What follows belongs to an exercise in optimizing a design on an open flow for small area, a short achievable clock period and few clock cycles per item; a production flow would make more cautious choices. In this exercise RTL edits were held to simulation tests only and were not proved equivalent to the original. The flow treats the clock pin as an ideal source. Dropping or thinning the clock tree relies on that and would not hold on a real chip. Power and IR drop assume default switching activity.

==> flow/design.v <==
package conv_pkg;
    typedef logic [4:0]                         col_addr_t;     
    typedef logic [4:0]                         band_t;
    typedef logic [4:0]                         kernel_t;
    typedef logic [8:0]                         param_addr_t;   
    typedef logic [5-1:0]                 pix_col_t;
    typedef logic signed [8-1:0]    weight_t;
    typedef logic signed [8-1:0]    bias_t;
    typedef logic signed [16-1:0]  sum_t;
    typedef logic [16-1:0]         act_t;          
    typedef enum logic [1:0] {
        SEQ_IDLE,
        SEQ_LOAD,       
        SEQ_SWEEP       
    } seq_state_t;
endpackage
module conv_decode (
    input  logic        sclk,
    input  logic        s_rst_n,
    input  logic        cal_start,
    output logic        busy,
    output logic [4:0]  col,         
    output logic [2:0]  band,
    output logic        kern,
    output logic [3:0]  paddr,       
    output logic [4:0]  pwr,         
    output logic        tag_vld      
);
    logic        act;            
    logic        go;             
    logic        start;
    logic        last_col;
    logic        kern_d;
    logic        t0, t1;
    logic [2:0]  psi, psi_d, psi_p;
    assign start    = cal_start & ~busy;
    assign last_col = (col == 5'(28 - 1));
    assign t0       = act & (col >= 5'(5 - 1));
    assign go       = act & ~(last_col && band == 3'(8 - 1) && kern);
    assign kern_d   = (act && last_col && band == 3'(8 - 1)) ? ~kern : kern;
    assign psi      = kern ? 3'(paddr - 4'd5) : 3'(paddr);
    assign psi_d    = (psi == 3'd0) ? 3'd4 : psi - 3'd1;
    assign psi_p    = (psi == 3'd4) ? 3'd0 : psi + 3'd1;     
    for (genvar q = 0; q < 5; q++) begin : g_pwr
        assign pwr[q] = (psi_p == 3'(5 - 1 - q));
    end
    always_ff @(posedge sclk or negedge s_rst_n) begin
        if (!s_rst_n) begin
            act   <= 1'b0;
            col   <= '0;
            band  <= '0;
            kern  <= 1'b0;
            paddr <= '0;
        end else begin
            act   <= go | start;
            kern  <= kern_d;
            paddr <= (kern_d ? 4'd5 : 4'd0) + 4'(psi_d);
            if (act) begin
                if (last_col) begin
                    col  <= '0;
                    band <= band + 3'd1;     
                end else begin
                    col <= col + 5'd1;
                end
            end else begin
                col <= {4'd0, start};
            end
        end
    end
    always_ff @(posedge sclk or negedge s_rst_n) begin
        if (!s_rst_n) begin
            t1      <= 1'b0;
            tag_vld <= 1'b0;
            busy    <= 1'b0;
        end else begin
            t1      <= t0;
            tag_vld <= t1;
            busy    <= start | go | t0 | t1 | tag_vld;
        end
    end
endmodule
module conv_execute (
    input  logic                sclk,
    input  conv_pkg::pix_col_t  col_data,
    input  conv_pkg::weight_t   param_w_h0,
    input  conv_pkg::weight_t   param_w_h1,
    input  conv_pkg::weight_t   param_w_h2,
    input  conv_pkg::weight_t   param_w_h3,
    input  conv_pkg::weight_t   param_w_h4,
    input  conv_pkg::bias_t     param_bias,
    input  logic [4:0]          pwr,         
    output logic signed [12:0]  sum
);
    logic [5-1:0][5-1:0][7:0] w;    
    logic [5-1:0][5-1:0]      p;    
    logic [7:0]  b;
    logic [12:0] ra, rb;
    always_ff @(posedge sclk) begin
        w <= {w[5-2:0], {param_w_h4, param_w_h3, param_w_h2, param_w_h1, param_w_h0}};
        b <= param_bias;
    end
    for (genvar q = 0; q < 5; q++) begin : g_slot
        always_ff @(posedge sclk) begin
            if (pwr[q])
                p[q] <= col_data;
        end
    end
    logic t1, t2, t3, t4, t5, t6, t7, t8, t9, t10, t11, t12, t13, t14, t15, t16, t17, t18, t19, t20, t21, t22, t23, t24, t25, t26, t27, t28, t29, t30, t31, t32, t33, t34, t35, t36, t37, t38, t39, t40, t41, t42, t43, t44, t45, t46, t47, t48, t49, t50, t51, t52, t53, t54, t55, t56, t57, t58, t59, t60, t61, t62, t63, t64, t65, t66, t67, t68, t69, t70, t71, t72, t73, t74, t75, t76, t77, t78, t79, t80, t81, t82, t83, t84, t85, t86, t87, t88, t89, t90, t91, t92, t93, t94, t95, t96, t97, t98, t99, t100, t101, t102, t103, t104, t105, t106, t107, t108, t109, t110, t111, t112, t113, t114, t115, t116, t117, t118, t119, t120, t121, t122, t123, t124, t125, t126, t127, t128, t129, t130, t131, t132, t133, t134, t135, t136, t137, t138, t139, t140, t141, t142, t143, t144, t145, t146, t147, t148, t149, t150, t151, t152, t153, t154, t155, t156, t157, t158, t159, t160, t161, t162, t163, t164, t165, t166, t167, t168, t169, t170, t171, t172, t173, t174, t175, t176, t177, t178, t179, t180, t181, t182, t183, t184, t185, t186, t187, t188, t189, t190, t191, t192, t193, t194, t195, t196, t197, t198, t199, t200, t201, t202, t203, t204, t205, t206, t207, t208, t209, t210, t211, t212, t213, t214, t215, t216, t217, t218, t219, t220, t221, t222, t223, t224, t225, t226, t227, t228, t229, t230, t231, t232, t233, t234, t235, t236, t237, t238, t239, t240, t241, t242, t243, t244, t245, t246, t247, t248, t249, t250, t251, t252, t253, t254, t255, t256, t257, t258, t259, t260, t261, t262, t263, t264, t265, t266, t267, t268, t269, t270, t271, t272, t273, t274, t275, t276, t277, t278, t279, t280, t281, t282, t283, t284, t285, t286, t287, t288, t289, t290, t291, t292, t293, t294, t295, t296, t297, t298, t299, t300, t301, t302, t303, t304, t305, t306, t307, t308, t309, t310, t311, t312, t313, t314, t315, t316, t317, t318, t319, t320, t321, t322, t323, t324, t325, t326, t327, t328, t329, t330, t331, t332, t333, t334, t335, t336, t337, t338, t339, t340, t341, t342, t343, t344, t345, t346, t347, t348, t349, t350, t351, t352, t353, t354, t355, t356, t357, t358, t359, t360, t361, t362, t363, t364, t365, t366, t367, t368, t369, t370, t371, t372, t373, t374, t375, t376, t377, t378, t379, t380, t381, t382, t383, t384, t385, t386, t387, t388, t389, t390, t391, t392, t393, t394, t395, t396, t397, t398;
    assign {t2, t1} = {1'b0, (p[0][0] & w[0][0][0])} + {1'b0, (p[0][1] & w[0][1][0])} + {1'b0, (p[0][2] & w[0][2][0])};
    assign {t4, t3} = {1'b0, (p[0][3] & w[0][3][0])} + {1'b0, (p[0][4] & w[0][4][0])} + {1'b0, (p[1][0] & w[1][0][0])};
    assign {t6, t5} = {1'b0, (p[1][1] & w[1][1][0])} + {1'b0, (p[1][2] & w[1][2][0])} + {1'b0, (p[1][3] & w[1][3][0])};
    assign t7 = (p[1][4] & w[1][4][0]) ^ (p[2][0] & w[2][0][0]);
    assign t8 = (p[1][4] & w[1][4][0]) & (p[2][0] & w[2][0][0]);
    assign {t10, t9} = {1'b0, (p[0][0] & w[0][0][1])} + {1'b0, (p[0][1] & w[0][1][1])} + {1'b0, (p[0][2] & w[0][2][1])};
    assign {t12, t11} = {1'b0, (p[0][3] & w[0][3][1])} + {1'b0, (p[0][4] & w[0][4][1])} + {1'b0, (p[1][0] & w[1][0][1])};
    assign {t14, t13} = {1'b0, (p[1][1] & w[1][1][1])} + {1'b0, (p[1][2] & w[1][2][1])} + {1'b0, (p[1][3] & w[1][3][1])};
    assign {t16, t15} = {1'b0, (p[1][4] & w[1][4][1])} + {1'b0, (p[2][0] & w[2][0][1])} + {1'b0, (p[2][1] & w[2][1][1])};
    assign {t18, t17} = {1'b0, (p[2][2] & w[2][2][1])} + {1'b0, (p[2][3] & w[2][3][1])} + {1'b0, (p[2][4] & w[2][4][1])};
    assign t19 = (p[3][0] & w[3][0][1]) ^ (p[3][1] & w[3][1][1]);
    assign t20 = (p[3][0] & w[3][0][1]) & (p[3][1] & w[3][1][1]);
    assign {t22, t21} = {1'b0, (p[0][0] & w[0][0][2])} + {1'b0, (p[0][1] & w[0][1][2])} + {1'b0, (p[0][2] & w[0][2][2])};
    assign {t24, t23} = {1'b0, (p[0][3] & w[0][3][2])} + {1'b0, (p[0][4] & w[0][4][2])} + {1'b0, (p[1][0] & w[1][0][2])};
    assign {t26, t25} = {1'b0, (p[1][1] & w[1][1][2])} + {1'b0, (p[1][2] & w[1][2][2])} + {1'b0, (p[1][3] & w[1][3][2])};
    assign {t28, t27} = {1'b0, (p[1][4] & w[1][4][2])} + {1'b0, (p[2][0] & w[2][0][2])} + {1'b0, (p[2][1] & w[2][1][2])};
    assign {t30, t29} = {1'b0, (p[2][2] & w[2][2][2])} + {1'b0, (p[2][3] & w[2][3][2])} + {1'b0, (p[2][4] & w[2][4][2])};
    assign {t32, t31} = {1'b0, (p[3][0] & w[3][0][2])} + {1'b0, (p[3][1] & w[3][1][2])} + {1'b0, (p[3][2] & w[3][2][2])};
    assign t33 = (p[3][3] & w[3][3][2]) ^ (p[3][4] & w[3][4][2]);
    assign t34 = (p[3][3] & w[3][3][2]) & (p[3][4] & w[3][4][2]);
    assign {t36, t35} = {1'b0, (p[0][0] & w[0][0][3])} + {1'b0, (p[0][1] & w[0][1][3])} + {1'b0, (p[0][2] & w[0][2][3])};
    assign {t38, t37} = {1'b0, (p[0][3] & w[0][3][3])} + {1'b0, (p[0][4] & w[0][4][3])} + {1'b0, (p[1][0] & w[1][0][3])};
    assign {t40, t39} = {1'b0, (p[1][1] & w[1][1][3])} + {1'b0, (p[1][2] & w[1][2][3])} + {1'b0, (p[1][3] & w[1][3][3])};
    assign {t42, t41} = {1'b0, (p[1][4] & w[1][4][3])} + {1'b0, (p[2][0] & w[2][0][3])} + {1'b0, (p[2][1] & w[2][1][3])};
    assign {t44, t43} = {1'b0, (p[2][2] & w[2][2][3])} + {1'b0, (p[2][3] & w[2][3][3])} + {1'b0, (p[2][4] & w[2][4][3])};
    assign {t46, t45} = {1'b0, (p[3][0] & w[3][0][3])} + {1'b0, (p[3][1] & w[3][1][3])} + {1'b0, (p[3][2] & w[3][2][3])};
    assign {t48, t47} = {1'b0, (p[3][3] & w[3][3][3])} + {1'b0, (p[3][4] & w[3][4][3])} + {1'b0, (p[4][0] & w[4][0][3])};
    assign {t50, t49} = {1'b0, (p[0][0] & w[0][0][4])} + {1'b0, (p[0][1] & w[0][1][4])} + {1'b0, (p[0][2] & w[0][2][4])};
    assign {t52, t51} = {1'b0, (p[0][3] & w[0][3][4])} + {1'b0, (p[0][4] & w[0][4][4])} + {1'b0, (p[1][0] & w[1][0][4])};
    assign {t54, t53} = {1'b0, (p[1][1] & w[1][1][4])} + {1'b0, (p[1][2] & w[1][2][4])} + {1'b0, (p[1][3] & w[1][3][4])};
    assign {t56, t55} = {1'b0, (p[1][4] & w[1][4][4])} + {1'b0, (p[2][0] & w[2][0][4])} + {1'b0, (p[2][1] & w[2][1][4])};
    assign {t58, t57} = {1'b0, (p[2][2] & w[2][2][4])} + {1'b0, (p[2][3] & w[2][3][4])} + {1'b0, (p[2][4] & w[2][4][4])};
    assign {t60, t59} = {1'b0, (p[3][0] & w[3][0][4])} + {1'b0, (p[3][1] & w[3][1][4])} + {1'b0, (p[3][2] & w[3][2][4])};
    assign {t62, t61} = {1'b0, (p[3][3] & w[3][3][4])} + {1'b0, (p[3][4] & w[3][4][4])} + {1'b0, (p[4][0] & w[4][0][4])};
    assign {t64, t63} = {1'b0, (p[0][0] & w[0][0][5])} + {1'b0, (p[0][1] & w[0][1][5])} + {1'b0, (p[0][2] & w[0][2][5])};
    assign {t66, t65} = {1'b0, (p[0][3] & w[0][3][5])} + {1'b0, (p[0][4] & w[0][4][5])} + {1'b0, (p[1][0] & w[1][0][5])};
    assign {t68, t67} = {1'b0, (p[1][1] & w[1][1][5])} + {1'b0, (p[1][2] & w[1][2][5])} + {1'b0, (p[1][3] & w[1][3][5])};
    assign {t70, t69} = {1'b0, (p[1][4] & w[1][4][5])} + {1'b0, (p[2][0] & w[2][0][5])} + {1'b0, (p[2][1] & w[2][1][5])};
    assign {t72, t71} = {1'b0, (p[2][2] & w[2][2][5])} + {1'b0, (p[2][3] & w[2][3][5])} + {1'b0, (p[2][4] & w[2][4][5])};
    assign {t74, t73} = {1'b0, (p[3][0] & w[3][0][5])} + {1'b0, (p[3][1] & w[3][1][5])} + {1'b0, (p[3][2] & w[3][2][5])};
    assign {t76, t75} = {1'b0, (p[3][3] & w[3][3][5])} + {1'b0, (p[3][4] & w[3][4][5])} + {1'b0, (p[4][0] & w[4][0][5])};
    assign {t78, t77} = {1'b0, (p[0][0] & w[0][0][6])} + {1'b0, (p[0][1] & w[0][1][6])} + {1'b0, (p[0][2] & w[0][2][6])};
    assign {t80, t79} = {1'b0, (p[0][3] & w[0][3][6])} + {1'b0, (p[0][4] & w[0][4][6])} + {1'b0, (p[1][0] & w[1][0][6])};
    assign {t82, t81} = {1'b0, (p[1][1] & w[1][1][6])} + {1'b0, (p[1][2] & w[1][2][6])} + {1'b0, (p[1][3] & w[1][3][6])};
    assign {t84, t83} = {1'b0, (p[1][4] & w[1][4][6])} + {1'b0, (p[2][0] & w[2][0][6])} + {1'b0, (p[2][1] & w[2][1][6])};
    assign {t86, t85} = {1'b0, (p[2][2] & w[2][2][6])} + {1'b0, (p[2][3] & w[2][3][6])} + {1'b0, (p[2][4] & w[2][4][6])};
    assign {t88, t87} = {1'b0, (p[3][0] & w[3][0][6])} + {1'b0, (p[3][1] & w[3][1][6])} + {1'b0, (p[3][2] & w[3][2][6])};
    assign {t90, t89} = {1'b0, (p[3][3] & w[3][3][6])} + {1'b0, (p[3][4] & w[3][4][6])} + {1'b0, (p[4][0] & w[4][0][6])};
    assign {t92, t91} = {1'b0, ~(p[0][0] & w[0][0][7])} + {1'b0, ~(p[0][1] & w[0][1][7])} + {1'b0, ~(p[0][2] & w[0][2][7])};
    assign {t94, t93} = {1'b0, ~(p[0][3] & w[0][3][7])} + {1'b0, ~(p[0][4] & w[0][4][7])} + {1'b0, ~(p[1][0] & w[1][0][7])};
    assign {t96, t95} = {1'b0, ~(p[1][1] & w[1][1][7])} + {1'b0, ~(p[1][2] & w[1][2][7])} + {1'b0, ~(p[1][3] & w[1][3][7])};
    assign {t98, t97} = {1'b0, ~(p[1][4] & w[1][4][7])} + {1'b0, ~(p[2][0] & w[2][0][7])} + {1'b0, ~(p[2][1] & w[2][1][7])};
    assign {t100, t99} = {1'b0, ~(p[2][2] & w[2][2][7])} + {1'b0, ~(p[2][3] & w[2][3][7])} + {1'b0, ~(p[2][4] & w[2][4][7])};
    assign {t102, t101} = {1'b0, ~(p[3][0] & w[3][0][7])} + {1'b0, ~(p[3][1] & w[3][1][7])} + {1'b0, ~(p[3][2] & w[3][2][7])};
    assign {t104, t103} = {1'b0, ~(p[3][3] & w[3][3][7])} + {1'b0, ~(p[3][4] & w[3][4][7])} + {1'b0, ~(p[4][0] & w[4][0][7])};
    assign {t106, t105} = {1'b0, t1} + {1'b0, t3} + {1'b0, t5};
    assign {t108, t107} = {1'b0, t7} + {1'b0, (p[2][1] & w[2][1][0])} + {1'b0, (p[2][2] & w[2][2][0])};
    assign {t110, t109} = {1'b0, (p[2][3] & w[2][3][0])} + {1'b0, (p[2][4] & w[2][4][0])} + {1'b0, (p[3][0] & w[3][0][0])};
    assign {t112, t111} = {1'b0, t2} + {1'b0, t4} + {1'b0, t6};
    assign {t114, t113} = {1'b0, t8} + {1'b0, t9} + {1'b0, t11};
    assign {t116, t115} = {1'b0, t13} + {1'b0, t15} + {1'b0, t17};
    assign {t118, t117} = {1'b0, t19} + {1'b0, (p[3][2] & w[3][2][1])} + {1'b0, (p[3][3] & w[3][3][1])};
    assign t119 = (p[3][4] & w[3][4][1]) ^ (p[4][0] & w[4][0][1]);
    assign t120 = (p[3][4] & w[3][4][1]) & (p[4][0] & w[4][0][1]);
    assign {t122, t121} = {1'b0, t10} + {1'b0, t12} + {1'b0, t14};
    assign {t124, t123} = {1'b0, t16} + {1'b0, t18} + {1'b0, t20};
    assign {t126, t125} = {1'b0, t21} + {1'b0, t23} + {1'b0, t25};
    assign {t128, t127} = {1'b0, t27} + {1'b0, t29} + {1'b0, t31};
    assign {t130, t129} = {1'b0, t33} + {1'b0, (p[4][0] & w[4][0][2])} + {1'b0, (p[4][1] & w[4][1][2])};
    assign t131 = (p[4][2] & w[4][2][2]) ^ (p[4][3] & w[4][3][2]);
    assign t132 = (p[4][2] & w[4][2][2]) & (p[4][3] & w[4][3][2]);
    assign {t134, t133} = {1'b0, t22} + {1'b0, t24} + {1'b0, t26};
    assign {t136, t135} = {1'b0, t28} + {1'b0, t30} + {1'b0, t32};
    assign {t138, t137} = {1'b0, t34} + {1'b0, t35} + {1'b0, t37};
    assign {t140, t139} = {1'b0, t39} + {1'b0, t41} + {1'b0, t43};
    assign {t142, t141} = {1'b0, t45} + {1'b0, t47} + {1'b0, (p[4][1] & w[4][1][3])};
    assign {t144, t143} = {1'b0, (p[4][2] & w[4][2][3])} + {1'b0, (p[4][3] & w[4][3][3])} + {1'b0, (p[4][4] & w[4][4][3])};
    assign {t146, t145} = {1'b0, t36} + {1'b0, t38} + {1'b0, t40};
    assign {t148, t147} = {1'b0, t42} + {1'b0, t44} + {1'b0, t46};
    assign {t150, t149} = {1'b0, t48} + {1'b0, t49} + {1'b0, t51};
    assign {t152, t151} = {1'b0, t53} + {1'b0, t55} + {1'b0, t57};
    assign {t154, t153} = {1'b0, t59} + {1'b0, t61} + {1'b0, (p[4][1] & w[4][1][4])};
    assign {t156, t155} = {1'b0, (p[4][2] & w[4][2][4])} + {1'b0, (p[4][3] & w[4][3][4])} + {1'b0, (p[4][4] & w[4][4][4])};
    assign {t158, t157} = {1'b0, t50} + {1'b0, t52} + {1'b0, t54};
    assign {t160, t159} = {1'b0, t56} + {1'b0, t58} + {1'b0, t60};
    assign {t162, t161} = {1'b0, t62} + {1'b0, t63} + {1'b0, t65};
    assign {t164, t163} = {1'b0, t67} + {1'b0, t69} + {1'b0, t71};
    assign {t166, t165} = {1'b0, t73} + {1'b0, t75} + {1'b0, (p[4][1] & w[4][1][5])};
    assign {t168, t167} = {1'b0, (p[4][2] & w[4][2][5])} + {1'b0, (p[4][3] & w[4][3][5])} + {1'b0, (p[4][4] & w[4][4][5])};
    assign {t170, t169} = {1'b0, t64} + {1'b0, t66} + {1'b0, t68};
    assign {t172, t171} = {1'b0, t70} + {1'b0, t72} + {1'b0, t74};
    assign {t174, t173} = {1'b0, t76} + {1'b0, t77} + {1'b0, t79};
    assign {t176, t175} = {1'b0, t81} + {1'b0, t83} + {1'b0, t85};
    assign {t178, t177} = {1'b0, t87} + {1'b0, t89} + {1'b0, (p[4][1] & w[4][1][6])};
    assign {t180, t179} = {1'b0, (p[4][2] & w[4][2][6])} + {1'b0, (p[4][3] & w[4][3][6])} + {1'b0, (p[4][4] & w[4][4][6])};
    assign {t182, t181} = {1'b0, t78} + {1'b0, t80} + {1'b0, t82};
    assign {t184, t183} = {1'b0, t84} + {1'b0, t86} + {1'b0, t88};
    assign {t186, t185} = {1'b0, t90} + {1'b0, t91} + {1'b0, t93};
    assign {t188, t187} = {1'b0, t95} + {1'b0, t97} + {1'b0, t99};
    assign {t190, t189} = {1'b0, t101} + {1'b0, t103} + {1'b0, ~(p[4][1] & w[4][1][7])};
    assign {t192, t191} = {1'b0, ~(p[4][2] & w[4][2][7])} + {1'b0, ~(p[4][3] & w[4][3][7])} + {1'b0, ~(p[4][4] & w[4][4][7])};
    assign t193 = t92 ^ t94;
    assign t194 = t92 & t94;
    assign {t196, t195} = {1'b0, t105} + {1'b0, t107} + {1'b0, t109};
    assign {t198, t197} = {1'b0, (p[3][1] & w[3][1][0])} + {1'b0, (p[3][2] & w[3][2][0])} + {1'b0, (p[3][3] & w[3][3][0])};
    assign {t200, t199} = {1'b0, t106} + {1'b0, t108} + {1'b0, t110};
    assign {t202, t201} = {1'b0, t111} + {1'b0, t113} + {1'b0, t115};
    assign {t204, t203} = {1'b0, t117} + {1'b0, t119} + {1'b0, (p[4][1] & w[4][1][1])};
    assign {t206, t205} = {1'b0, t112} + {1'b0, t114} + {1'b0, t116};
    assign {t208, t207} = {1'b0, t118} + {1'b0, t120} + {1'b0, t121};
    assign {t210, t209} = {1'b0, t123} + {1'b0, t125} + {1'b0, t127};
    assign t211 = t129 ^ t131;
    assign t212 = t129 & t131;
    assign {t214, t213} = {1'b0, t122} + {1'b0, t124} + {1'b0, t126};
    assign {t216, t215} = {1'b0, t128} + {1'b0, t130} + {1'b0, t132};
    assign {t218, t217} = {1'b0, t133} + {1'b0, t135} + {1'b0, t137};
    assign {t220, t219} = {1'b0, t139} + {1'b0, t141} + {1'b0, t143};
    assign {t222, t221} = {1'b0, t134} + {1'b0, t136} + {1'b0, t138};
    assign {t224, t223} = {1'b0, t140} + {1'b0, t142} + {1'b0, t144};
    assign {t226, t225} = {1'b0, t145} + {1'b0, t147} + {1'b0, t149};
    assign {t228, t227} = {1'b0, t151} + {1'b0, t153} + {1'b0, t155};
    assign {t230, t229} = {1'b0, t146} + {1'b0, t148} + {1'b0, t150};
    assign {t232, t231} = {1'b0, t152} + {1'b0, t154} + {1'b0, t156};
    assign {t234, t233} = {1'b0, t157} + {1'b0, t159} + {1'b0, t161};
    assign {t236, t235} = {1'b0, t163} + {1'b0, t165} + {1'b0, t167};
    assign {t238, t237} = {1'b0, t158} + {1'b0, t160} + {1'b0, t162};
    assign {t240, t239} = {1'b0, t164} + {1'b0, t166} + {1'b0, t168};
    assign {t242, t241} = {1'b0, t169} + {1'b0, t171} + {1'b0, t173};
    assign {t244, t243} = {1'b0, t175} + {1'b0, t177} + {1'b0, t179};
    assign {t246, t245} = {1'b0, t170} + {1'b0, t172} + {1'b0, t174};
    assign {t248, t247} = {1'b0, t176} + {1'b0, t178} + {1'b0, t180};
    assign {t250, t249} = {1'b0, t181} + {1'b0, t183} + {1'b0, t185};
    assign {t252, t251} = {1'b0, t187} + {1'b0, t189} + {1'b0, t191};
    assign {t254, t253} = {1'b0, t182} + {1'b0, t184} + {1'b0, t186};
    assign {t256, t255} = {1'b0, t188} + {1'b0, t190} + {1'b0, t192};
    assign {t258, t257} = {1'b0, t193} + {1'b0, t96} + {1'b0, t98};
    assign {t260, t259} = {1'b0, t100} + {1'b0, t102} + {1'b0, t104};
    assign {t262, t261} = {1'b0, t195} + {1'b0, t197} + {1'b0, (p[3][4] & w[3][4][0])};
    assign t263 = (p[4][0] & w[4][0][0]) ^ (p[4][1] & w[4][1][0]);
    assign t264 = (p[4][0] & w[4][0][0]) & (p[4][1] & w[4][1][0]);
    assign {t266, t265} = {1'b0, t196} + {1'b0, t198} + {1'b0, t199};
    assign {t268, t267} = {1'b0, t201} + {1'b0, t203} + {1'b0, (p[4][2] & w[4][2][1])};
    assign t269 = (p[4][3] & w[4][3][1]) ^ (p[4][4] & w[4][4][1]);
    assign t270 = (p[4][3] & w[4][3][1]) & (p[4][4] & w[4][4][1]);
    assign {t272, t271} = {1'b0, t200} + {1'b0, t202} + {1'b0, t204};
    assign {t274, t273} = {1'b0, t205} + {1'b0, t207} + {1'b0, t209};
    assign {t276, t275} = {1'b0, t211} + {1'b0, (p[4][4] & w[4][4][2])} + {1'b0, b[2]};
    assign {t278, t277} = {1'b0, t206} + {1'b0, t208} + {1'b0, t210};
    assign {t280, t279} = {1'b0, t212} + {1'b0, t213} + {1'b0, t215};
    assign {t282, t281} = {1'b0, t217} + {1'b0, t219} + {1'b0, b[3]};
    assign {t284, t283} = {1'b0, t214} + {1'b0, t216} + {1'b0, t218};
    assign {t286, t285} = {1'b0, t220} + {1'b0, t221} + {1'b0, t223};
    assign {t288, t287} = {1'b0, t225} + {1'b0, t227} + {1'b0, b[4]};
    assign {t290, t289} = {1'b0, t222} + {1'b0, t224} + {1'b0, t226};
    assign {t292, t291} = {1'b0, t228} + {1'b0, t229} + {1'b0, t231};
    assign {t294, t293} = {1'b0, t233} + {1'b0, t235} + {1'b0, b[5]};
    assign {t296, t295} = {1'b0, t230} + {1'b0, t232} + {1'b0, t234};
    assign {t298, t297} = {1'b0, t236} + {1'b0, t237} + {1'b0, t239};
    assign {t300, t299} = {1'b0, t241} + {1'b0, t243} + {1'b0, b[6]};
    assign {t302, t301} = {1'b0, t238} + {1'b0, t240} + {1'b0, t242};
    assign {t304, t303} = {1'b0, t244} + {1'b0, t245} + {1'b0, t247};
    assign {t306, t305} = {1'b0, t249} + {1'b0, t251} + {1'b0, ~b[7]};
    assign {t308, t307} = {1'b0, t246} + {1'b0, t248} + {1'b0, t250};
    assign {t310, t309} = {1'b0, t252} + {1'b0, t253} + {1'b0, t255};
    assign {t312, t311} = {1'b0, t257} + {1'b0, t259} + {1'b0, 1'b1};
    assign {t314, t313} = {1'b0, t254} + {1'b0, t256} + {1'b0, t258};
    assign t315 = t260 ^ t194;
    assign t316 = t260 & t194;
    assign {t318, t317} = {1'b0, t261} + {1'b0, t263} + {1'b0, (p[4][2] & w[4][2][0])};
    assign {t320, t319} = {1'b0, t262} + {1'b0, t264} + {1'b0, t265};
    assign t321 = t267 ^ t269;
    assign t322 = t267 & t269;
    assign {t324, t323} = {1'b0, t266} + {1'b0, t268} + {1'b0, t270};
    assign {t326, t325} = {1'b0, t271} + {1'b0, t273} + {1'b0, t275};
    assign {t328, t327} = {1'b0, t272} + {1'b0, t274} + {1'b0, t276};
    assign {t330, t329} = {1'b0, t277} + {1'b0, t279} + {1'b0, t281};
    assign {t332, t331} = {1'b0, t278} + {1'b0, t280} + {1'b0, t282};
    assign {t334, t333} = {1'b0, t283} + {1'b0, t285} + {1'b0, t287};
    assign {t336, t335} = {1'b0, t284} + {1'b0, t286} + {1'b0, t288};
    assign {t338, t337} = {1'b0, t289} + {1'b0, t291} + {1'b0, t293};
    assign {t340, t339} = {1'b0, t290} + {1'b0, t292} + {1'b0, t294};
    assign {t342, t341} = {1'b0, t295} + {1'b0, t297} + {1'b0, t299};
    assign {t344, t343} = {1'b0, t296} + {1'b0, t298} + {1'b0, t300};
    assign {t346, t345} = {1'b0, t301} + {1'b0, t303} + {1'b0, t305};
    assign {t348, t347} = {1'b0, t302} + {1'b0, t304} + {1'b0, t306};
    assign {t350, t349} = {1'b0, t307} + {1'b0, t309} + {1'b0, t311};
    assign {t352, t351} = {1'b0, t308} + {1'b0, t310} + {1'b0, t312};
    assign {t354, t353} = {1'b0, t313} + {1'b0, t315} + {1'b0, 1'b1};
    assign t355 = t317 ^ (p[4][3] & w[4][3][0]);
    assign t356 = t317 & (p[4][3] & w[4][3][0]);
    assign {t358, t357} = {1'b0, t318} + {1'b0, t319} + {1'b0, t321};
    assign {t360, t359} = {1'b0, t320} + {1'b0, t322} + {1'b0, t323};
    assign {t362, t361} = {1'b0, t324} + {1'b0, t326} + {1'b0, t327};
    assign {t364, t363} = {1'b0, t328} + {1'b0, t330} + {1'b0, t331};
    assign {t366, t365} = {1'b0, t332} + {1'b0, t334} + {1'b0, t335};
    assign {t368, t367} = {1'b0, t336} + {1'b0, t338} + {1'b0, t339};
    assign {t370, t369} = {1'b0, t340} + {1'b0, t342} + {1'b0, t343};
    assign {t372, t371} = {1'b0, t344} + {1'b0, t346} + {1'b0, t347};
    assign {t374, t373} = {1'b0, t348} + {1'b0, t350} + {1'b0, t351};
    assign {t376, t375} = {1'b0, t352} + {1'b0, t354} + {1'b0, t314};
    assign t377 = t355 ^ (p[4][4] & w[4][4][0]);
    assign t378 = t355 & (p[4][4] & w[4][4][0]);
    assign {t380, t379} = {1'b0, t356} + {1'b0, t357} + {1'b0, b[1]};
    assign {t382, t381} = {1'b0, t358} + {1'b0, t359} + {1'b0, t325};
    assign {t384, t383} = {1'b0, t360} + {1'b0, t361} + {1'b0, t329};
    assign {t386, t385} = {1'b0, t362} + {1'b0, t363} + {1'b0, t333};
    assign {t388, t387} = {1'b0, t364} + {1'b0, t365} + {1'b0, t337};
    assign {t390, t389} = {1'b0, t366} + {1'b0, t367} + {1'b0, t341};
    assign {t392, t391} = {1'b0, t368} + {1'b0, t369} + {1'b0, t345};
    assign {t394, t393} = {1'b0, t370} + {1'b0, t371} + {1'b0, t349};
    assign {t396, t395} = {1'b0, t372} + {1'b0, t373} + {1'b0, t353};
    assign {t398, t397} = {1'b0, t374} + {1'b0, t375} + {1'b0, t316};
    assign ra = {1'b1, t398, t396, t394, t392, t390, t388, t386, t384, t382, t380, t378, t377};
    assign rb = {1'b0, t376, t397, t395, t393, t391, t389, t387, t385, t383, t381, t379, b[0]};
    assign sum = ra + rb;
endmodule
module conv_result (
    input  logic                sclk,
    input  logic                s_rst_n,
    input  logic signed [12:0]  sum,
    input  logic                tag_vld,
    output logic [11:0]         act,
    output logic                act_vld
);
    always_ff @(posedge sclk) begin
        act <= sum[12] ? 12'd0 : 12'(sum);
    end
    always_ff @(posedge sclk or negedge s_rst_n) begin
        if (!s_rst_n)
            act_vld <= 1'b0;
        else
            act_vld <= tag_vld;
    end
endmodule
module conv_top (
    input  logic                   sclk,
    input  logic                   s_rst_n,
    input  logic                   cal_start,
    output logic                   busy,
    output conv_pkg::col_addr_t    data_rd_addr,
    output conv_pkg::band_t        row_cnt,
    input  conv_pkg::pix_col_t     col_data,
    output conv_pkg::param_addr_t  param_rd_addr,
    input  conv_pkg::weight_t      param_w_h0,
    input  conv_pkg::weight_t      param_w_h1,
    input  conv_pkg::weight_t      param_w_h2,
    input  conv_pkg::weight_t      param_w_h3,
    input  conv_pkg::weight_t      param_w_h4,
    output conv_pkg::kernel_t      bias_rd_addr,
    input  conv_pkg::bias_t        param_bias,
    output conv_pkg::act_t         conv_rslt_act,
    output logic                   conv_rslt_act_vld
);
    logic [2:0]          band;
    logic                kern;
    logic [3:0]          paddr;
    logic [4:0]          pwr;
    logic                tag_vld;
    logic signed [12:0]  sum;
    logic [11:0]         act;
    assign row_cnt       = {2'b0, band};
    assign param_rd_addr = {5'b0, paddr};
    assign bias_rd_addr  = {4'b0, kern};
    assign conv_rslt_act = {4'b0, act};
    conv_decode u_decode (
        .sclk      (sclk),
        .s_rst_n   (s_rst_n),
        .cal_start (cal_start),
        .busy      (busy),
        .col       (data_rd_addr),
        .band      (band),
        .kern      (kern),
        .paddr     (paddr),
        .pwr       (pwr),
        .tag_vld   (tag_vld)
    );
    conv_execute u_execute (
        .sclk       (sclk),
        .col_data   (col_data),
        .param_w_h0 (param_w_h0),
        .param_w_h1 (param_w_h1),
        .param_w_h2 (param_w_h2),
        .param_w_h3 (param_w_h3),
        .param_w_h4 (param_w_h4),
        .param_bias (param_bias),
        .pwr        (pwr),
        .sum        (sum)
    );
    conv_result u_result (
        .sclk    (sclk),
        .s_rst_n (s_rst_n),
        .sum     (sum),
        .tag_vld (tag_vld),
        .act     (act),
        .act_vld (conv_rslt_act_vld)
    );
endmodule
==> flow/flow/run.sh <==
#!/bin/bash
# Standard synthesis, then flow/polarity.py drops the inverters that
# synthesis leaves between full adders (a full adder is self-dual, so an fa
# cell may work on inverted signals), then the standard layout from the
# edited netlist, with port buffers of fixed cells (flow/pre_resize.tcl) and
# one level less in the clock tree (flow/post_cts.tcl). Make output goes to
# standard_*.log here, each tool's own log to orfs/logs.
set -euo pipefail
R=$PWD/orfs/results/sky130hd/conv_top/base
KN=("BUFFER_PORTS_ARGS=-outputs -buffer_cell sky130_fd_sc_hd__buf_2" "PRE_RESIZE_TCL=$PWD/flow/pre_resize.tcl" "POST_CTS_TCL=$PWD/flow/post_cts.tcl")
if [[ -f flow/knobs.txt ]]; then
  while read -r line; do [[ -n "$line" ]] && KN+=("$line"); done < flow/knobs.txt
fi
bash standard.sh "${KN[@]}" "$R/1_2_yosys.v" > standard_synth.log 2>&1
cp "$R/1_2_yosys.v" "$R/1_2_yosys_std.v"
python3 flow/polarity.py "$R/1_2_yosys_std.v" "$R/1_2_yosys.v" > polarity.log 2>&1
bash standard.sh "${KN[@]}" finish > standard.log 2>&1
==> flow/flow/knobs.txt <==
SETUP_SLACK_MARGIN=21.4
CTS_ARGS=-sink_clustering_enable -repair_clock_nets -sink_clustering_size 30 -sink_clustering_max_diameter 100 -buf_list sky130_fd_sc_hd__clkbuf_16 -dont_use_dummy_load
==> flow/flow/polarity.py <==
#!/usr/bin/env python3
"""Removes inverters between full adders in a mapped netlist.

A full adder is self-dual: FA(~a, ~b, ~c) = (~cout, ~sum). Synthesis leaves
many inverters between sky130 fa cells; choosing for each fa cell whether it
works on inverted signals lets most of them go. Only plain inv cells whose
nets are internal are touched; everything else keeps its connections.

usage: polarity.py IN.v OUT.v
"""
import re
import sys
from collections import defaultdict

src = open(sys.argv[1]).read()
mod_start = src.index("module ")
body_start = src.index(";", mod_start) + 1
end = src.rindex("endmodule")
head, body, tail = src[:body_start], src[body_start:end], src[end:]

port_names = set()
for m in re.finditer(r"^\s*(input|output|inout)\s+(\[[^\]]*\]\s*)?(\w+)\s*;", body, re.M):
    port_names.add(m.group(3))

cell_re = re.compile(r"^\s*(sky130_fd_sc_hd__\w+)\s+(\S+)\s*\((.*?)\);\s*$", re.S | re.M)
pin_re = re.compile(r"\.(\w+)\(([^()]*)\)")

cells = []
for m in cell_re.finditer(body):
    pins = [(p, n.strip()) for p, n in pin_re.findall(m.group(3))]
    cells.append({"type": m.group(1), "name": m.group(2), "pins": pins, "span": m.span()})

OUTP = {"X", "Y", "Q", "Q_N", "SUM", "COUT", "HI", "LO"}

def is_port_net(n):
    base = n.split("[")[0].strip()
    return base in port_names

def is_inv(c):
    return re.match(r"sky130_fd_sc_hd__inv_\d+$", c["type"]) is not None

driver = {}
loads = defaultdict(list)
for i, c in enumerate(cells):
    for p, n in c["pins"]:
        if p in OUTP:
            driver[n] = (i, p)
        else:
            loads[n].append((i, p))

# inverters we may remove: internal in and out
inv_ok = set()
for i, c in enumerate(cells):
    if is_inv(c):
        d = dict(c["pins"])
        a, y = d["A"], d["Y"]
        if not is_port_net(a) and not is_port_net(y) and a in driver and not re.match(r"^1'", a):
            inv_ok.add(i)

# a logical signal is a net driven by something other than a removable
# inverter; resolve every net to (signal net, inversion)
def resolve(n):
    inv = 0
    seen = 0
    while n in driver and driver[n][0] in inv_ok and seen < 100:
        n = dict(cells[driver[n][0]]["pins"])["A"]
        inv ^= 1
        seen += 1
    return n, inv

fa_cells = [i for i, c in enumerate(cells) if re.match(r"sky130_fd_sc_hd__fa_\d+$", c["type"])]
# an and2 can become a nand2 and back: its output polarity is free
AND_CELLS = {"sky130_fd_sc_hd__and2_1": 0, "sky130_fd_sc_hd__nand2_1": 1}
AREA = {0: 6.256, 1: 3.7536}
INV_AREA = 3.7536
free_and = {}
for i, c in enumerate(cells):
    if c["type"] in AND_CELLS:
        d = dict(c["pins"])
        outp = "X" if AND_CELLS[c["type"]] == 0 else "Y"
        if set(d) == {"A", "B", outp} and not is_port_net(d[outp]):
            free_and[d[outp]] = i
fa_set = set(fa_cells)
FA_IN = ("A", "B", "CIN")
FA_OUT = ("COUT", "SUM")

# requirements: signal -> list of (load cell, pin, required polarity relative to signal)
req = defaultdict(list)
for i, c in enumerate(cells):
    if i in inv_ok:
        continue
    for p, n in c["pins"]:
        if p in OUTP:
            continue
        s, inv = resolve(n)
        if s in free_and:
            # requirements of a free AND are relative to AND(a, b)
            inv ^= AND_CELLS[cells[free_and[s]]["type"]]
        req[s].append((i, p, inv))
# nets that are ports and driven through removable inverters are excluded above,
# so port loads need no handling: a port net is never an inverter's output here.

flip = {i: 0 for i in fa_cells}

def reqs(s):
    out = set()
    for (i, p, inv) in req[s]:
        out.add(inv ^ (flip[i] if (i in fa_set and p in FA_IN) else 0))
    return out

def and_choice(s):
    rs = reqs(s)
    best = None
    for pol in (1, 0):
        a = AREA[pol] + (INV_AREA if any(r != pol for r in rs) else 0)
        if best is None or a < best[0]:
            best = (a, pol)
    return best

def sig_pol(s):
    if s in free_and:
        return and_choice(s)[1]
    if s in driver and driver[s][0] in fa_set:
        return flip[driver[s][0]]
    return 0

def sig_cost(s):
    if s in free_and:
        return and_choice(s)[0]
    pol = sig_pol(s)
    return INV_AREA if any(r != pol for r in reqs(s)) else 0

def touched(i):
    c = cells[i]
    ss = set()
    for p, n in c["pins"]:
        if p in FA_IN:
            ss.add(resolve(n)[0])
        elif p in FA_OUT:
            ss.add(n)
    return ss

total = sum(sig_cost(s) for s in list(req))
start_total = total
improved = True
rounds = 0
while improved and rounds < 50:
    improved = False
    rounds += 1
    for i in fa_cells:
        ss = touched(i)
        before = sum(sig_cost(s) for s in ss)
        flip[i] ^= 1
        after = sum(sig_cost(s) for s in ss)
        if after < before:
            total += after - before
            improved = True
        else:
            flip[i] ^= 1

def total_cost():
    return sum(sig_cost(s) for s in list(req))

# escape local minima: random restarts of the greedy search from perturbed
# states, keeping the best (deterministic seed)
import random
rng = random.Random(1)
def greedy():
    tot = sum(sig_cost(s) for s in list(req))
    imp = True
    while imp:
        imp = False
        for i in fa_cells:
            ss = touched(i)
            b = sum(sig_cost(s) for s in ss)
            flip[i] ^= 1
            a = sum(sig_cost(s) for s in ss)
            if a < b or (a == b and rng.random() < 0.3):
                tot += a - b
                imp = imp or a < b
            else:
                flip[i] ^= 1
    return tot
best = dict(flip)
best_total = sum(sig_cost(s) for s in list(req))
for it in range(int(__import__("os").environ.get("POL_ITERS", "300"))):
    flip.update(best)
    for i in rng.sample(fa_cells, max(1, len(fa_cells) // 10)):
        flip[i] ^= 1
    t = greedy()
    if t < best_total:
        best_total = t
        best = dict(flip)
flip.update(best)

# rebuild: signals needing an inverted copy get one inverter each
need_inv = {}
k = 0
for s in list(req):
    if any(r != sig_pol(s) for r in reqs(s)):
        k += 1
        need_inv[s] = f"pol_n{k}"

def esc(n):
    # escaped identifiers end at white space
    return n + " " if n.startswith("\\") else n

def net_for(s, r):
    return s if r == sig_pol(s) else need_inv[s]

new_cells_txt = []
for i, c in enumerate(cells):
    if i in inv_ok:
        continue
    pins = []
    ctype = c["type"]
    d = dict(c["pins"])
    and_out = next((n for p, n in c["pins"] if p in OUTP and n in free_and and free_and[n] == i), None)
    if and_out is not None:
        ctype = "sky130_fd_sc_hd__nand2_1" if sig_pol(and_out) else "sky130_fd_sc_hd__and2_1"
    for p, n in c["pins"]:
        if p in OUTP:
            if and_out is not None:
                p = "Y" if sig_pol(and_out) else "X"
            pins.append((p, n))
        else:
            s, inv = resolve(n)
            if s in free_and:
                inv ^= AND_CELLS[cells[free_and[s]]["type"]]
            r = inv ^ (flip[i] if (i in fa_set and p in FA_IN) else 0)
            pins.append((p, net_for(s, r)))
    txt = "  %s %s (\n%s\n  );" % (ctype, c["name"], ",\n".join(f"    .{p}({esc(n)})" for p, n in pins))
    new_cells_txt.append(txt)
for s, nn in need_inv.items():
    new_cells_txt.append("  sky130_fd_sc_hd__inv_1 pol_inv_%s (\n    .A(%s),\n    .Y(%s)\n  );" % (nn[5:], esc(s), nn))

# keep declarations, drop old cell text
decl = cell_re.sub("", body)
decl = re.sub(r"\n\s*\n+", "\n", decl)
wires = "".join(f"  wire {nn};\n" for nn in need_inv.values())
out = head + decl + wires + "\n".join(new_cells_txt) + "\n" + tail
open(sys.argv[2], "w").write(out)
print(f"polarity: {len(inv_ok)} removable inverters, {len(fa_cells)} fa cells, "
      f"{len(free_and)} and/nand cells, {sum(flip.values())} flipped, "
      f"inverters {len(inv_ok)} -> {len(need_inv)}, "
      f"nand2 {sum(1 for x in free_and if sig_pol(x))}, area of inverters and ands {start_total:.1f} -> {total_cost():.1f}")
==> flow/flow/post_cts.tcl <==
# Runs at the end of the CTS step (POST_CTS_TCL). Reshapes the top of the
# clock tree: the middle level goes, and the leaf buffers are split into four
# groups, each driven by its own root buffer on the clock port, placed at the
# middle of its group. Every register stays two buffers from the clock port,
# so the tree stays balanced; it only gets shorter.
set block [ord::get_db_block]
set port_net [$block findNet sclk]
set nroots 4
proc is_clkbuf {inst} {
  return [string match "sky130_fd_sc_hd__clkbuf_*" [[$inst getMaster] getName]]
}
proc out_net {inst} {
  foreach it [$inst getITerms] {
    if {[$it isOutputSignal]} { return [$it getNet] }
  }
  return "NULL"
}
proc in_iterm {inst} {
  foreach it [$inst getITerms] {
    if {[$it isInputSignal]} { return $it }
  }
  return "NULL"
}
proc center {inst} {
  set b [$inst getBBox]
  return [list [expr {([$b xMin] + [$b xMax]) / 2}] [expr {([$b yMin] + [$b yMax]) / 2}]]
}
set roots {}
foreach it [$port_net getITerms] {
  set inst [$it getInst]
  if {[is_clkbuf $inst]} { lappend roots $inst }
}
if {[llength $roots] != 1} {
  puts "post_cts: [llength $roots] root buffers, tree kept"
  return
}
set root [lindex $roots 0]
set rnet [out_net $root]
# 1. drop the middle level
foreach it [$rnet getITerms] {
  set inst [$it getInst]
  if {$inst eq $root || ![is_clkbuf $inst]} { continue }
  set mnet [out_net $inst]
  set ok 1
  foreach it2 [$mnet getITerms] {
    set i2 [$it2 getInst]
    if {$i2 ne $inst && ![is_clkbuf $i2]} { set ok 0 }
  }
  if {!$ok} { continue }
  foreach it2 [$mnet getITerms] {
    set i2 [$it2 getInst]
    if {$i2 eq $inst} { continue }
    $it2 disconnect
    $it2 connect $rnet
  }
  puts "post_cts: removed [$inst getName]"
  odb::dbInst_destroy $inst
  odb::dbNet_destroy $mnet
}
# 2. the root's loads, all leaf buffers
set leaves {}
foreach it [$rnet getITerms] {
  set inst [$it getInst]
  if {$inst eq $root} { continue }
  if {![is_clkbuf $inst]} {
    puts "post_cts: root drives a register, one root kept"
    estimate_parasitics -placement
    return
  }
  lappend leaves $inst
}
# split into four groups: by x into halves, each half by y into halves
proc by_x {a b} { return [expr {[lindex [center $a] 0] - [lindex [center $b] 0]}] }
proc by_y {a b} { return [expr {[lindex [center $a] 1] - [lindex [center $b] 1]}] }
set sx [lsort -command by_x $leaves]
set h [expr {[llength $sx] / 2}]
set groups {}
foreach half [list [lrange $sx 0 [expr {$h - 1}]] [lrange $sx $h end]] {
  set sy [lsort -command by_y $half]
  set q [expr {[llength $sy] / 2}]
  lappend groups [lrange $sy 0 [expr {$q - 1}]] [lrange $sy $q end]
}
set master [[ord::get_db] findMaster sky130_fd_sc_hd__clkbuf_16]
set k 0
foreach g $groups {
  if {[llength $g] == 0} { continue }
  set sx 0; set sy 0
  foreach l $g { set c [center $l]; incr sx [lindex $c 0]; incr sy [lindex $c 1] }
  set cx [expr {$sx / [llength $g]}]
  set cy [expr {$sy / [llength $g]}]
  if {$k == 0} {
    set r $root
    set n $rnet
  } else {
    set r [odb::dbInst_create $block $master "clkbuf_root_$k"]
    set n [odb::dbNet_create $block "clknet_root_$k"]
    $n setSigType CLOCK
    [$r findITerm A] connect $port_net
    [$r findITerm X] connect $n
    foreach l $g {
      set it [in_iterm $l]
      $it disconnect
      $it connect $n
    }
  }
  $r setLocation $cx $cy
  $r setPlacementStatus PLACED
  puts "post_cts: root [$r getName] drives [llength $g] leaf buffers"
  incr k
}
detailed_placement
check_placement -verbose
estimate_parasitics -placement
report_clock_skew
==> flow/flow/pre_resize.tcl <==
# Runs before the resize step (PRE_RESIZE_TCL). Global placement gave every
# output port a buf_2 (BUFFER_PORTS_ARGS); each input port gets a buf_1 here,
# which the step's repair and the detailed placement then handle as usual.
buffer_ports -inputs -buffer_cell sky130_fd_sc_hd__buf_1
==> flow/standard.sh <==
#!/bin/bash
# synth_recipe.tcl (not shown) runs the flow's synth.tcl, then flattens the netlist and writes it again
# the make line also repeats each setting of config.mk as NAME=value (left out here)
make -C /OpenROAD-flow-scripts/flow DESIGN_CONFIG=/design/flow/config.mk WORK_HOME=/design/flow/orfs CLKGATE_MAP_FILE= SYNTH_SCRIPT=/design/flow/synth_recipe.tcl "${@:-finish}"
==> flow/config.mk <==
export PLATFORM = sky130hd
export DESIGN_NAME = conv_top
export DESIGN_NICKNAME = conv_top
export VERILOG_FILES = /design/flow/design.v
export SDC_FILE = /design/flow/constraint.sdc
export NUM_CORES = 4
export LEC_CHECK = 0
export CAP_MARGIN = 20
export CORE_MARGIN = 2
export CORE_UTILIZATION = 50
export PLACE_DENSITY = 0.75
export SLEW_MARGIN = 20
==> flow/constraint.sdc <==
create_clock -name core_clock -period 28.0 [get_ports {sclk}]
set_input_delay 5.6000 -clock core_clock [delete_from_list [all_inputs] [get_ports {sclk}]]
set_output_delay 5.6000 -clock core_clock [all_outputs]
set_load 0.01 [all_outputs]
==> flow_summary.json, run 1 <==
{
  "worstPathCellList": "buf_2",
  "gp_congestion": 0.8385,
  "synth_cells": 870,
  "power_uw": 1656,
  "antenna_found_initial": 0,
  "rsz0062_at_grt": "false",
  "cap_viol_max_count": 0,
  "port_buffers": 27,
  "slew_viol_final": 0,
  "peakVddDrop_v": 0.0001452,
  "avgSynthCellArea_um2": 13.41,
  "fin_crit_ns": 6.481,
  "power_density_nw_per_um2": 129.8,
  "path_class": "flip-flop to output port",
  "synthesis.area_um2": 11660,
  "initial_utilization_pct": 51.20,
  "cp.required_ns": 22.40,
  "clkLatencyLatePin_ns": 0.31,
  "cp_data_arrival_time_ns": 0.88,
  "rows": 55,
  "die_y_um": 156.7,
  "hpwl_um": 18890,
  "drc_errors": 0,
  "dr_total_vias": 6345,
  "p_leak_uw": 0.005124,
  "drt-initial-drc-count": 428,
  "p_clk_share_pct": 11.8,
  "track_usage_pct": 20.63,
  "intPower_uw": 970.7,
  "fin_setup_tns_ns": 0,
  "finalCritPeriodShare_pct": 23.15,
  "crit_path_max_incr_delay_ns": 0.42,
  "viasPerCell": 4.938,
  "finalHoldViolCount": 0,
  "dieArea_um2": 24560,
  "hold_class": "flip-flop to flip-flop",
  "diodes": 0,
  "wl_per_cell_um": 18.32,
  "stdcell_area_um2": 12760,
  "max_slew_margin_pct": 31.70,
  "yosysWarnings": 3,
  "end_kind": "output port",
  "sequentialPowerShare_pct": 25.6,
  "routed_wl_um": 23540,
  "core_area_um2": 22780,
  "tightest_slew_ns": 1.021,
  "crit_family": "flip-flops",
  "area_delta_synth_final_pct": 9.387,
  "p_switching_uw": 685.4,
  "cp_max_fo": 2,
  "drive_gt1_share_pct": 6.893,
  "combPwrFrac_pct": 62.5,
  "skew_ns": 0.06682,
  "swShare_pct": 41.39,
  "grt_start_max_net_pins": 31,
  "dp_slack_ns": 21.61,
  "clk_pin_slew_worst_paths_ns": 0.11,
  "io_pins": 98,
  "setup_viol": 0,
  "setup_ws_ns": 21.52,
  "overflow": 0,
  "first_global_vias": 7093,
  "cts.sinks": 263,
  "max_freq_mhz": 154.3,
  "fill_cells": 1809,
  "place_area_um2": 12310,
  "dr.pass1.iters": 5,
  "final_nets": 1253,
  "postRouteAntennaNets": 0,
  "outcome": "no timing/DRC/antenna violations",
  "hold_ws_ns": 0.2979,
  "grt_first_pass_wirelength_um": 38030,
  "slowest_stage": "dfrtp_1",
  "worst_setup_path_start_kind": "flip-flop",
  "critPathBufInv": 1,
  "die_w_um": 156.7
}
==> sequential cells by signal, summed over array words and instances (netlist names) <==
register,flops
u_execute.w,200
u_execute.p,25
u_result.act,12
u_execute.b,8
u_decode.col,5
u_decode.paddr,4
u_decode.band,3
u_decode.act,1
u_decode.busy,1
u_decode.kern,1
u_decode.t1,1
u_decode.tag_vld,1
u_result.act_vld,1
==> stage by stage <==
| step | util (%) | std cells |
|---|---|---|
| 2_1_floorplan | - | 884 |
| 3_3_place_gp | 53.13 | 1205 |
| 3_5_place_dp | 54.03 | 1260 |
| 5_1_grt | 56.01 | 1285 |
| 6_report | 56.01 | 1285 |
==> power by group through the flow <==
stage	logic, uW	clock network [uW]	registers, uW
floorplan	861	0	432
global placement	1020	0	432
detailed placement	1050	0	433
global route	1190	213	426
finish	1040	196	424
==> cells in the final DEF (no fill, tap or decap), types with 2 or more instances in the layout <==
| cell type | n |
|---|---|
| buf_2 | 25 |
| a211oi_1 | 2 |
| dfrtp_2 | 2 |
| clkbuf_16 | 14 |
| xnor2_1 | 9 |
| dfxtp_1 | 220 |
| conb_1 | 15 |
| edfxtp_1 | 25 |
| o211ai_1 | 2 |
| buf_1 | 54 |
| nor3_1 | 2 |
| dfrtp_1 | 16 |
| nand2b_1 | 2 |
| fa_1 | 185 |
| a21o_1 | 2 |
| mux2_2 | 2 |
| nor2b_1 | 2 |
| a41oi_1 | 2 |
| nand3_1 | 5 |
| nand2_1 | 192 |
| nor2_1 | 14 |
| xor2_1 | 6 |
| a21oi_1 | 11 |
| inv_1 | 59 |
| a31o_2 | 2 |
| ha_1 | 38 |
| mux2i_1 | 4 |
| o21ai_0 | 4 |
| and2_1 | 20 |
| and4_1 | 2 |
| buf_6 | 2 |
| buf_4 | 11 |
==> layout make-up, clock buffers not listed <==
| cell class | instances | area, um^2 | area share [%] |
|---|---|---|---|
| Buffer | 3 | 75.07 | 0.5885 |
| Inverter | 59 | 221.5 | 1.736 |
| Multi-Input combinational cell | 543 | 5748 | 45.06 |
| Sequential cell | 263 | 5608 | 43.96 |
| Tap cell | 313 | 391.6 | 3.070 |
| Timing Repair Buffer | 93 | 437.9 | 3.433 |
==> layer usage <==
| metal | up-vias | part of all wire (%) | GRT usage, % |
|---|---|---|---|
| met5 | - | 0 | 0 |
| met2 | 210 | 48 | 34.19 |
| li1 | 2880 | - | - |
| met3 | 34 | 6.8 | 4.376 |
| met1 | 3221 | 43 | 28.00 |
| met4 | 0 | 1.7 | 5.111 |
==> final timing paths <==
path / cells after the start / slack, ns / start / endpoint
setup / recovery: 1 / 21.52 / u_decode.paddr[1]$_DFF_PN0_ / param_rd_addr[1]
hold / removal: 0 / 0.30 / u_execute.w[55]$_DFF_P_ / u_execute.w[95]$_DFF_P_
setup reg to reg: 15 / 21.69 / u_execute.p[8]$_DFFE_PN_ / u_result.act[10]$_SDFF_PN0_
hold reg to reg: 0 / 0.30 / u_execute.w[55]$_DFF_P_ / u_execute.w[95]$_DFF_P_
max in group asynchronous: 1 / 22.38 / s_rst_n / u_decode.col[0]$_DFF_PN0_
min in group asynchronous: 1 / 5.21 / s_rst_n / u_decode.paddr[3]$_DFF_PN0_
Testbench counts, summed over its fixed seeds: cycles 21,648, results 18,432.
==> inputs of run 2 (changes only) <==
==> flow/flow/knobs.txt (replaced) <==
SETUP_SLACK_MARGIN=21.4
SKIP_REPAIR_TIE_FANOUT=1
CTS_ARGS=-sink_clustering_enable -repair_clock_nets -sink_clustering_size 16 -sink_clustering_max_diameter 60 -buf_list sky130_fd_sc_hd__clkbuf_8 -dont_use_dummy_load
--- a/flow/flow/post_cts.tcl
+++ b/flow/flow/post_cts.tcl
@@ -91,6 +91,7 @@
   if {$k == 0} {
     set r $root
     set n $rnet
+    if {[[$r getMaster] getName] ne [$master getName]} { $r swapMaster $master }
   } else {
     set r [odb::dbInst_create $block $master "clkbuf_root_$k"]
     set n [odb::dbNet_create $block "clknet_root_$k"]
--- a/flow/config.mk
+++ b/flow/config.mk
@@ -7,6 +7,8 @@
 export LEC_CHECK = 0
 export CAP_MARGIN = 20
 export CORE_MARGIN = 2
-export CORE_UTILIZATION = 50
-export PLACE_DENSITY = 0.75
+export CORE_UTILIZATION = 40
+export CTS_BUF_LIST = sky130_fd_sc_hd__clkbuf_16
+export CTS_CLUSTER_DIAMETER = 100
+export CTS_CLUSTER_SIZE = 30
 export SLEW_MARGIN = 20
==> flow_summary.json, run 2 <==
{
  "grt_first_pass_wirelength_um": 37780,
  "overflow": 0,
  "clkLatencyLatePin_ns": 0.32,
  "diodes": 0,
  "synth_cells": 870,
  "die_w_um": 174.8,
  "cap_viol_max_count": 0,
  "viasPerCell": 4.581,
  "crit_path_start": "u_decode.col[4]$_DFF_PN0_",
  "end_kind": "output port",
  "worst_setup_path_start_kind": "flip-flop",
  "cp.required_ns": 22.40,
  "final_common_cell": "dfxtp_1",
  "area_delta_synth_final_pct": 10.07,
  "finalHoldViolCount": 0,
  "rsz0062_at_grt": "false",
  "core_area_um2": 28700,
  "hpwl_um": 19500,
  "track_usage_pct": 16.51,
  "first_global_vias": 6914,
  "max_slew_margin_pct": 25.75,
  "tightest_slew_ns": 1.111,
  "die_y_um": 174.8,
  "yosysWarnings": 3,
  "slew_viol_final": 0,
  "largest_reg_flops": 200,
  "gp_congestion": 0.8429,
  "routed_wl_um": 23700,
  "postRouteAntennaNets": 0,
  "max_freq_mhz": 154.0,
  "wl_met2_um": 10510,
  "outcome": "no timing/DRC/antenna violations",
  "power_density_nw_per_um2": 131.3,
  "cp_data_arrival_time_ns": 0.89,
  "rr_startpoint": "u_execute.p[8]$_DFFE_PN_",
  "path_class": "flip-flop to output port",
  "rows": 62,
  "cts.sinks": 263,
  "setup_ws_ns": 21.51,
  "finalCritPeriodShare_pct": 23.19,
  "io_pins": 98,
  "fin_setup_tns_ns": 0,
  "hold_start": "u_execute.w[137]$_DFF_P_",
  "final_nets": 1249,
  "top_layer_used": "met4",
  "reg.largest.list": "u_execute.w (200), u_execute.p (25), u_result.act (12)",
  "skew_ns": 0.04857,
  "drc_errors": 0,
  "fin_crit_ns": 6.494,
  "initial_utilization_pct": 40.63,
  "dieArea_um2": 30540,
  "drt-initial-drc-count": 359,
  "power_uw": 1685,
  "top_register": "u_execute.w",
  "dr.pass1.iters": 4,
  "hold_class": "flip-flop to flip-flop",
  "worstPathCellList": "buf_2",
  "crit_family": "flip-flops",
  "wl_per_cell_um": 17.53,
  "peakVddDrop_v": 0.0001593,
  "crit_path_max_incr_delay_ns": 0.43,
  "dp_slack_ns": 21.61,
  "setup_viol": 0,
  "dr_total_vias": 6193,
  "antenna_found_initial": 0,
  "port_buffers": 27,
  "p_leak_uw": 0.005106,
  "clk_pin_slew_worst_paths_ns": 0.10,
  "cp_max_fo": 5,
  "finish.utilization_pct": 44.73,
  "slowest_stage": "dfrtp_1",
  "critPathBufInv": 1,
  "grt_start_max_net_pins": 19,
  "wl_met3_um": 1278,
  "synthesis.area_um2": 11660,
  "drive_gt1_share_pct": 7.851,
  "layout_common_cells": "dfxtp_1, nand2_1, fa_1, inv_1, buf_1",
  "drt-met1-wl_um": 11440,
  "avgSynthCellArea_um2": 13.41
}
[run 2: worst reg2reg max path: stages (launching register included)]
cell,delay (ns)
edfxtp_1,0.53
nand2_1,0.14
fa_1,0.54
fa_1,0.48
fa_1,0.52
fa_1,0.55
inv_1,0.06
fa_1,0.56
fa_1,0.45
fa_1,0.50
fa_1,0.51
a211oi_2,0.28
o21ai_2,0.11
a221o_2,0.41
a21oi_4,0.33
nor2_1,0.09
[run 2: per-stage QoR]
stage          cell area (um^2)  std cells  hold slack [ns]
5_1_grt                   12840       1352           0.3210
3_3_place_gp              12140       1262           0.3316
6_report                  12840       1352           0.3212
3_5_place_dp              12340       1317           0.3344
2_1_floorplan             11660        870           0.3236
[run 2: layer usage]
layer,vias to the layer above,track usage (%)
li1,2882,-
met1,3115,23.34
met2,164,25.61
met3,32,3.372
met4,0,5.451
met5,-,0
[run 2: where the power goes]
part	switching (uW)	total [uW]	internal, uW
Combinational	578	1050	469
Sequential	10.7	424	414
Clock	115	214	99.3
[run 2: path summary, 6_finish.rpt]
path,cells after the start,slack [ns],endpoint
hold / removal,0,0.32,u_execute.w[177]$_DFF_P_
max in group asynchronous,1,21.93,u_decode.col[2]$_DFF_PN0_
setup / recovery,1,21.51,data_rd_addr[4]
setup reg to reg,15,21.76,u_result.act[6]$_SDFF_PN0_
min in group asynchronous,1,5.41,u_decode.band[0]$_DFFE_PN0P_
hold reg to reg,0,0.32,u_execute.w[177]$_DFF_P_
[run 2: layout make-up, clock buffers not listed]
type / count / area (um^2)
Fill cell: 2664 / 15870
Buffer: 3 / 75.07
Timing Repair Buffer: 90 / 407.9
Multi-Input combinational cell: 529 / 5703
Sequential cell: 263 / 5608
Inverter: 59 / 221.5
Tap cell: 384 / 480.5

afterwards: timing with drivers on the ports:
No port has a modelled driver above. Below, the same layouts with a new extraction and two added sets of constraints.
Step 1 (the two cells are an assumption about what drives the block):
set clk [get_ports {sclk}]
set_driving_cell -lib_cell sky130_fd_sc_hd__clkbuf_16 $clk
set_driving_cell -lib_cell sky130_fd_sc_hd__buf_2 [delete_from_list [all_inputs] $clk]
Step 2 moves the port delays by t, midway between the first and last clock arrival at a register: inputs arrive t later, outputs are due t later. That takes back most of the time a late clock gives input paths.
a / b / c = no drivers / after step 1 / after step 2; a / b = the first two.
| run | shift t [ns] | slack for setup (ns) | worst slew at a driven data input, ns |
|---|---|---|---|
| run 1 | 0.382 | 21.519 / 21.420 / 21.637 | 0.04 |
| run 2 | 0.394 | 21.505 / 21.404 / 21.608 | 0.04 |
After both steps setup and hold are still met in every run listed. The worst setup slack also covers recovery checks on asynchronous resets.
